Background: an optimization exercise with open tools, aiming at small area, a short achievable clock period and few clock cycles. Do not read the settings as production practice.
The RTL was checked by simulation tests, not by an equivalence proof against the original design.
Power is estimated from default activity; no workload was simulated.

Design pe_top, start of the top module:
module pe_top
(
  input  logic    CLK,
  input  logic    rst_n,
  input  logic    req_valid,
  output logic    req_ready,
  input  pe_pkg::opnd_t   req_a,
  input  pe_pkg::opnd_t   req_b,
  input  pe_pkg::pe_out_t req_d,
  input  logic    req_propagate,
  input  pe_pkg::shift_t  req_shift,
  output logic    res_valid,
  input  logic    res_ready,
  output pe_pkg::pe_out_t res
);
  localparam int PPW = 36;
  logic        v0;
  logic [PPW-1:0] pp0;      
  logic [PPW-1:0] pp_in;
  logic [18:0] d0;
  logic        f0;           
  logic [4:0]  s0;
  logic        last_prop;
  logic [31:0] acc;
  logic [18:0] pre;
  logic [18:0] res_q;        
  logic        up_q;
  logic        slot;         
  logic        adv;          
  logic [31:0] base;
  logic [31:0] sum;
  logic [18:0] rs_y;
  logic        rs_up;
  assign slot      = !res_valid || res_ready;
  assign adv       = v0 && slot;
  assign req_ready = !v0 || slot;
  always_ff @(posedge CLK or negedge rst_n) begin
    if (!rst_n) begin
      v0        <= 1'b0;
      last_prop <= 1'b0;
    end else if (req_ready) begin
      v0 <= req_valid;
      if (req_valid) last_prop <= req_propagate;
    end
  end
  always_ff @(posedge CLK) begin
    if (req_ready) begin
      pp0 <= pp_in;
      d0 <= req_d;
      f0 <= req_propagate ^ last_prop;
      s0 <= req_shift;
    end
  end
  mac_pp pp_i (
    .a  (req_a),
    .b  (req_b),
    .pp (pp_in)
  );
  assign base = f0 ? {{13{pre[18]}}, pre} : acc;
  mac_acc mac_i (
    .pp   (pp0),
    .base (base),
    .y    (sum)
  );
  round_sat_stage round_i (
    .x     (acc),
    .shift (s0),
    .y     (rs_y),
    .up    (rs_up)
  );
  always_ff @(posedge CLK or negedge rst_n) begin
    if (!rst_n) begin
      acc       <= '0;
      pre       <= '0;
      res_valid <= 1'b0;
    end else begin
      if (slot) res_valid <= v0;
      if (adv) begin
        acc <= sum;
        pre <= d0;
      end
    end
  end
  always_ff @(posedge CLK) begin
    if (slot) begin
      res_q <= f0 ? rs_y : pre;
      up_q  <= f0 && rs_up;
    end
  end
  assign res = res_q + 19'(up_q);
endmodule
export LEC_CHECK = 0
export ABC_CLOCK_PERIOD_IN_PS = 1500
export CAP_MARGIN = 20
export CORE_MARGIN = 2
export CORE_UTILIZATION = 40
export SETUP_SLACK_MARGIN = 3.8
export SLEW_MARGIN = 20
create_clock -name core_clock -period 7.0 [get_ports {CLK}]
run.sh (not shown) runs the stock make flow with config.mk's settings and CLKGATE_MAP_FILE= SYNTH_SCRIPT=/design/flow/synth_recipe.tcl, a recipe that flattens the netlist after the stock synthesis.
Testbench counts at the start, summed over its fixed seeds: cycles 12,016.
Edit:
Settings changed: ABC_CLOCK_PERIOD_IN_PS 1500 to unset, CORE_UTILIZATION 40 to 65, CTS_BUF_LIST set to sky130_fd_sc_hd__clkbuf_4 sky130_fd_sc_hd__clkbuf_8.
After rerunning: The new run finished with timing, DRC and antenna clean. Register-to-register slack gets worse by 70 ps. Global-route usage increases by 14 points. Critical path depth stays the same. Hold slack gets better by 6.0 ps. Sequential power stays flat. Power increases by 1.6%. Core utilization increases by 30 points. Routed wire length increases by about 8%. Die area decreases by about 38%. Clock-buffer cell count increases by 2.

## run a
pe_top, a different RTL version from the one above (not shown whole).
Size in the first run: roughly 140 flip-flops, roughly 66 I/O pins.
clock: 7.0 ns
lec_check: 0
cap_margin: 20
core_margin: 2
core_utilization: 60
cts_buf_list: sky130_fd_sc_hd__clkbuf_4 sky130_fd_sc_hd__clkbuf_8
setup_slack_margin: 3.3
slew_margin: 20
synth_hierarchical: 1
Testbench counts of run a, summed over its fixed seeds: cycles 12,016.
diff inputs: run a => run b
# run a
export LEC_CHECK = 0
export CAP_MARGIN = 20
export CORE_MARGIN = 2
export CORE_UTILIZATION = 60
export CTS_BUF_LIST = sky130_fd_sc_hd__clkbuf_4 sky130_fd_sc_hd__clkbuf_8
export SETUP_SLACK_MARGIN = 3.3
export SLEW_MARGIN = 20
export SYNTH_HIERARCHICAL = 1
create_clock -name core_clock -period 7.0 [get_ports {CLK}]
# run b
export LEC_CHECK = 0
export CAP_MARGIN = 20
export CORE_MARGIN = 2
export CORE_UTILIZATION = 60
export CTS_BUF_LIST = sky130_fd_sc_hd__clkbuf_4 sky130_fd_sc_hd__clkbuf_8
export SETUP_SLACK_MARGIN = 3.3
export SLEW_MARGIN = 20
create_clock -name core_clock -period 7.0 [get_ports {CLK}]
Findings:
The sequential share of layout area of run b is lower than that of run a.
Going from run a to run b, multi-input gate area in the final layout grows by about 6%.
Run b against run a; post-synthesis average cell area is down by a few percent.
The combinational power share in run b sits 0.8 points below the value recorded for run a.
Run b: via count of the first global-routing pass 7.2% above run a
The run showing the smaller headroom to the max-slew limit is run a.
In run b, reported leakage power is lower than in run a.
Side by side, number of buffers other than clock buffers in the final layout turned out lower in run b than in run a.
The die area on run a is in line with that on run b.

Another version of the RTL of pe_top (not shown whole).
For scale: ~1,100 cells after synthesis, ~140 flip-flops, about 66 I/O pins, ~9400 um^2 of cells after synthesis.
// pe_top
module pe_top
(
  input  logic    CLK,
  input  logic    rst_n,
  input  logic    req_valid,
  output logic    req_ready,
  input  pe_pkg::opnd_t   req_a,
  input  pe_pkg::opnd_t   req_b,
  input  pe_pkg::pe_out_t req_d,
  input  logic    req_propagate,
  input  pe_pkg::shift_t  req_shift,
  output logic    res_valid,
  input  logic    res_ready,
  output pe_pkg::pe_out_t res
);
export LEC_CHECK = 0
export ABC_AREA = 1
export CAP_MARGIN = 20
export CORE_MARGIN = 2
export CORE_UTILIZATION = 60
export CTS_BUF_LIST = sky130_fd_sc_hd__clkbuf_4 sky130_fd_sc_hd__clkbuf_8
export SETUP_SLACK_MARGIN = 3.3
export SLEW_MARGIN = 20
create_clock -name core_clock -period 7.0 [get_ports {CLK}]
standard.sh (not shown) runs the stock make flow with config.mk's settings and CLKGATE_MAP_FILE= SYNTH_SCRIPT=/design/flow/synth_recipe.tcl, a recipe that flattens the netlist after the stock synthesis.
==> flow/flow/run.sh <==
#!/bin/bash
# The standard layout (standard.sh) with two changes:
#  - synthesis is the standard flow's synthesis script with ABC's mapping script replaced
#    by flow/abc_map_area.script (area-oriented mapping); registers are the
#    same as the standard synthesis's;
#  - the port buffers are inserted as the smallest buffer cell (the repair
#    steps resize them where timing needs it).
set -euo pipefail
here=$(pwd)
export BUFFER_PORTS_ARGS="-buffer_cell sky130_fd_sc_hd__buf_1"
export MY_ABC_SCRIPT="$here/flow/abc_map_area.script"
bash standard.sh SYNTH_SCRIPT="$here/flow/synth.tcl" finish > standard_flow.log 2>&1
==> flow/flow/abc_map_area.script <==
strash
dch
map -a
topo
stime -c
buffer -c
upsize -c
dnsize -c
==> flow/flow/synth.tcl <==
# The standard flow's synthesis script (synth_recipe.tcl), with ABC's mapping script
# replaced by flow/abc_map_area.script: area-oriented mapping (map -a).
proc synth {args} { yosys synth -nofsm -noshare {*}$args }
proc abc {args} {
  set i [lsearch $args -script]
  if { $i >= 0 && [info exists ::env(MY_ABC_SCRIPT)] } {
    lset args [expr {$i + 1}] $::env(MY_ABC_SCRIPT)
  }
  yosys abc {*}$args
}
source $::env(SCRIPTS_DIR)/synth.tcl
# left out here: clear keep_hierarchy, flatten, clean up, hide names made inside functions, write 1_2_yosys.v
The starting point ran to the end with no violations.
Testbench counts at the start, summed over its fixed seeds: cycles 12,016.
Next try:
==> flow/run.sh (new file) <==
#!/bin/bash
# synth_recipe.tcl (not shown) runs the flow's synth.tcl, then flattens the netlist and writes it again
# the make line also repeats each setting of config.mk as NAME=value (left out here)
make -C /OpenROAD-flow-scripts/flow DESIGN_CONFIG=/design/flow/config.mk WORK_HOME=/design/flow/orfs CLKGATE_MAP_FILE= SYNTH_SCRIPT=/design/flow/synth_recipe.tcl finish
Settings changed: ABC_AREA 1 to not set, CORE_UTILIZATION 60 to 40, CTS_BUF_LIST sky130_fd_sc_hd__clkbuf_4 sky130_fd_sc_hd__clkbuf_8 to not set, SETUP_SLACK_MARGIN 3.3 to 3.1.
removed: flow/flow/run.sh
removed: flow/flow/abc_map_area.script
removed: flow/flow/synth.tcl
removed: flow/standard.sh
What happened: The changed run finished with timing, DRC and antenna clean. Setup slack gains 62 ps. Cell count rises by 2.0%. First-iteration DRC count goes down by 4.1%. Critical path depth shrinks by 17. Utilization shrinks by 24 points. Worst hold slack loses 29 ps. Maximum frequency rises by 1.5%. Final area increases by 10%. Sequential power came out higher by about 5%. Wire length rises by 18%. Non-clock buffer count is unchanged.
Next try:
Settings changed: SETUP_SLACK_MARGIN 3.1 to 3.5.
- wire length rose by a few percent
- via count is higher slightly
- maximum frequency rises by a few percent
- hold slack stays flat
- cell area came out higher by a few percent
- flip-flop and latch count stays the same
- total power climbs by a little under a tenth
- setup slack is better by 180 ps
Next try:
==> flow/flow/run.sh (new file) <==
#!/bin/bash
# The standard layout, with the port buffers inserted as the smallest
# buffer cell (the repair steps resize them where timing needs it).
set -euo pipefail
export BUFFER_PORTS_ARGS="-buffer_cell sky130_fd_sc_hd__buf_1"
bash standard.sh finish > standard_flow.log 2>&1
==> flow/standard.sh (new file) <==
#!/bin/bash
# synth_recipe.tcl (not shown) runs the flow's synth.tcl, then flattens the netlist and writes it again
# the make line also repeats each setting of config.mk as NAME=value (left out here)
make -C /OpenROAD-flow-scripts/flow DESIGN_CONFIG=/design/flow/config.mk WORK_HOME=/design/flow/orfs CLKGATE_MAP_FILE= SYNTH_SCRIPT=/design/flow/synth_recipe.tcl "${@:-finish}"
Settings changed: ABC_AREA set to 1, CORE_UTILIZATION 40 to 60, CTS_BUF_LIST set to sky130_fd_sc_hd__clkbuf_4 sky130_fd_sc_hd__clkbuf_8, SETUP_SLACK_MARGIN 3.5 to 3.3.
removed: flow/run.sh
Effect: The changed run produced a clean layout. Setup slack gets better by 66 ps. Via count increases by 3.4%. Final area decreases by 13%.

## exp/maple
pe_top, a different RTL version from the one above (not shown whole).
For scale: ~130 flip-flops, ~11,000 sq um of cells after synthesis.
clock: 7.0 ns
lec_check: 0
abc_area: 1
cap_margin: 20
core_margin: 2
core_utilization: 60
cts_buf_list: sky130_fd_sc_hd__clkbuf_4 sky130_fd_sc_hd__clkbuf_8
setup_slack_margin: 3.5
slew_margin: 20
==> flow/flow/run.sh <==
#!/bin/bash
# The standard layout, with the port buffers inserted as the smallest
# buffer cell (the repair steps resize them where timing needs it).
set -euo pipefail
export BUFFER_PORTS_ARGS="-buffer_cell sky130_fd_sc_hd__buf_1"
bash standard.sh finish > standard_flow.log 2>&1
Testbench counts of exp/maple, summed over its fixed seeds: cycles 12,016.
Input-level comparison between exp/ember and exp/maple:
# exp/maple
export LEC_CHECK = 0
export ABC_AREA = 1
export CAP_MARGIN = 20
export CORE_MARGIN = 2
export CORE_UTILIZATION = 60
export CTS_BUF_LIST = sky130_fd_sc_hd__clkbuf_4 sky130_fd_sc_hd__clkbuf_8
export SETUP_SLACK_MARGIN = 3.5
export SLEW_MARGIN = 20
create_clock -name core_clock -period 7.0 [get_ports {CLK}]
# exp/ember
export LEC_CHECK = 0
export ABC_AREA = 1
export CAP_MARGIN = 20
export CORE_MARGIN = 2
export CORE_UTILIZATION = 70
export CTS_BUF_LIST = sky130_fd_sc_hd__clkbuf_4 sky130_fd_sc_hd__clkbuf_8
export SETUP_SLACK_MARGIN = 3.5
export SLEW_MARGIN = 20
create_clock -name core_clock -period 7.0 [get_ports {CLK}]
Notes after the runs:
Number of filler instances in the final layout went down by more than a quarter going from exp/maple to exp/ember.
Compare exp/maple and exp/ember | number of buffers and inverters on the critical path lower: exp/maple
Between exp/ember and exp/maple, the count of multi-input combinational gates does not differ in any meaningful way.
exp/ember vs exp/maple on met1 routed wirelength after detailed routing: exp/ember is the lower one.
The critical path's slowest cell comes out sky130_fd_sc_hd__edfxtp_1 in one run and sky130_fd_sc_hd__fa_2 in the other, namely in exp/ember and exp/maple respectively.
Summary of exp/ember over exp/maple: average wire per cell in the routed design shows an increase of 9.8%, worst setup slack shows a reduction of 0.22 ns, detailed-route via count shows an increase of 7.2%.
diff inputs: exp/ember => exp/nickel
# exp/ember
export LEC_CHECK = 0
export ABC_AREA = 1
export CAP_MARGIN = 20
export CORE_MARGIN = 2
export CORE_UTILIZATION = 70
export CTS_BUF_LIST = sky130_fd_sc_hd__clkbuf_4 sky130_fd_sc_hd__clkbuf_8
export SETUP_SLACK_MARGIN = 3.5
export SLEW_MARGIN = 20
create_clock -name core_clock -period 7.0 [get_ports {CLK}]
# exp/nickel
export LEC_CHECK = 0
export ABC_AREA = 1
export CAP_MARGIN = 20
export CORE_MARGIN = 2
export CORE_UTILIZATION = 60
export CTS_BUF_LIST = sky130_fd_sc_hd__clkbuf_4 sky130_fd_sc_hd__clkbuf_8
export SETUP_SLACK_MARGIN = 3.5
export SLEW_MARGIN = 20
create_clock -name core_clock -period 7.0 [get_ports {CLK}]
==> flow/flow/run.sh <==
#!/bin/bash
# The standard layout (standard.sh) with two changes:
#  - synthesis is the standard flow's synthesis script with ABC's mapping script replaced
#    by flow/abc_map_area.script (area-oriented mapping); registers are the
#    same as the standard synthesis's;
#  - the port buffers are inserted as the smallest buffer cell (the repair
#    steps resize them where timing needs it).
set -euo pipefail
here=$(pwd)
export BUFFER_PORTS_ARGS="-buffer_cell sky130_fd_sc_hd__buf_1"
export MY_ABC_SCRIPT="$here/flow/abc_map_area.script"
bash standard.sh SYNTH_SCRIPT="$here/flow/synth.tcl" finish > standard_flow.log 2>&1
==> flow/flow/abc_map_area.script (new file) <==
strash
dch
map -a
topo
stime -c
buffer -c
upsize -c
dnsize -c
==> flow/flow/synth.tcl (new file) <==
# The standard flow's synthesis script (synth_recipe.tcl), with ABC's mapping script
# replaced by flow/abc_map_area.script: area-oriented mapping (map -a).
proc synth {args} { yosys synth -nofsm -noshare {*}$args }
proc abc {args} {
  set i [lsearch $args -script]
  if { $i >= 0 && [info exists ::env(MY_ABC_SCRIPT)] } {
    lset args [expr {$i + 1}] $::env(MY_ABC_SCRIPT)
  }
  yosys abc {*}$args
}
source $::env(SCRIPTS_DIR)/synth.tcl
# left out here: clear keep_hierarchy, flatten, clean up, hide names made inside functions, write 1_2_yosys.v
Notes after the runs:
From exp/ember to exp/nickel the numbers moved as follows: total number of vias now smaller, die width now larger, largest net degree at the start of global routing now smaller.
#### Input delta (exp/cedar over exp/nickel)
# exp/nickel
export LEC_CHECK = 0
export ABC_AREA = 1
export CAP_MARGIN = 20
export CORE_MARGIN = 2
export CORE_UTILIZATION = 60
export CTS_BUF_LIST = sky130_fd_sc_hd__clkbuf_4 sky130_fd_sc_hd__clkbuf_8
export SETUP_SLACK_MARGIN = 3.5
export SLEW_MARGIN = 20
create_clock -name core_clock -period 7.0 [get_ports {CLK}]
# exp/cedar
export LEC_CHECK = 0
export ABC_AREA = 1
export CAP_MARGIN = 20
export CORE_MARGIN = 2
export CORE_UTILIZATION = 60
export CTS_BUF_LIST = sky130_fd_sc_hd__clkbuf_4 sky130_fd_sc_hd__clkbuf_8
export SETUP_SLACK_MARGIN = 3.1
export SLEW_MARGIN = 20
create_clock -name core_clock -period 7.0 [get_ports {CLK}]
[summary]
[compare] base=exp/nickel new=exp/cedar: peak fanout along the critical path up 3, length in cells of the worst reg-to-reg path up about 4%.
Going from exp/nickel to exp/cedar, the actual slew at the worst max-slew pin was found to have gone up by 0.078 ns.
Status: relative area of clock buffers and inverters in the final design parity (exp/cedar, exp/nickel)
exp/cedar vs exp/nickel on part of the total power dissipated in combinational logic: exp/cedar is the lower one.
Re post-layout worst setup margin: exp/cedar and exp/nickel aren't equal, and the lower value belongs to exp/cedar.
Per the comparison of exp/cedar with exp/nickel, critical path depth went up about 4%; post-cts resize count went down 80.
Summary of the comparison: routed wire length per instance is lower in exp/cedar, relative to exp/nickel.
When exp/cedar is measured against exp/nickel, its wire length of the first global-routing pass turns out about 8% lower.

## port drivers added, routing unchanged
The results above use ideal ports. As a check the final layouts listed here were re-extracted and re-timed, cells and wires unchanged. Step 1 (the two cells are an assumption about what drives the block):
set clk [get_ports {CLK}]
set_driving_cell -lib_cell sky130_fd_sc_hd__clkbuf_16 $clk
set_driving_cell -lib_cell sky130_fd_sc_hd__buf_2 [delete_from_list [all_inputs] $clk]
Step 2, shift: input delay + t, output delay - t, t = (earliest + latest rising clock arrival at the registers) / 2. This alone moves slack from input paths to output paths. a / b / c = no drivers / after step 1 / after step 2; a / b = the first two.
run	t, ns	slack for setup (ns)	slew at the worst register clock pin (ns)
the first run of note 1	0.472	3.306 / 3.306 / 3.084	0.07 / 0.07
the second run of note 1	0.513	3.237 / 3.237 / 3.054	0.09 / 0.09
run a	0.503	2.925 / 2.925 / 2.848	0.10 / 0.10
run b	0.488	3.353 / 3.353 / 2.901	0.10 / 0.10
the first run of note 3	0.488	2.917 / 2.917 / 2.895	0.09 / 0.09
the second run of note 3	0.469	2.979 / 2.979 / 2.785	0.07 / 0.07
the third run of note 3	0.471	3.154 / 3.154 / 3.059	0.07 / 0.07
the fourth run of note 3	0.487	3.220 / 3.182 / 2.926	0.09 / 0.09
exp/maple	0.508	3.546 / 3.565 / 3.057	0.09 / 0.09
exp/ember	0.484	3.322 / 3.322 / 3.054	0.09 / 0.09
exp/nickel	0.497	3.324 / 3.324 / 2.956	0.10 / 0.10
exp/cedar	0.505	3.216 / 3.216 / 2.853	0.09 / 0.09
After both steps setup and hold are still met in every run listed. The setup slack of exp/maple, which loses most, moves by +0.019 ns with the drivers and by -0.489 ns with both steps.
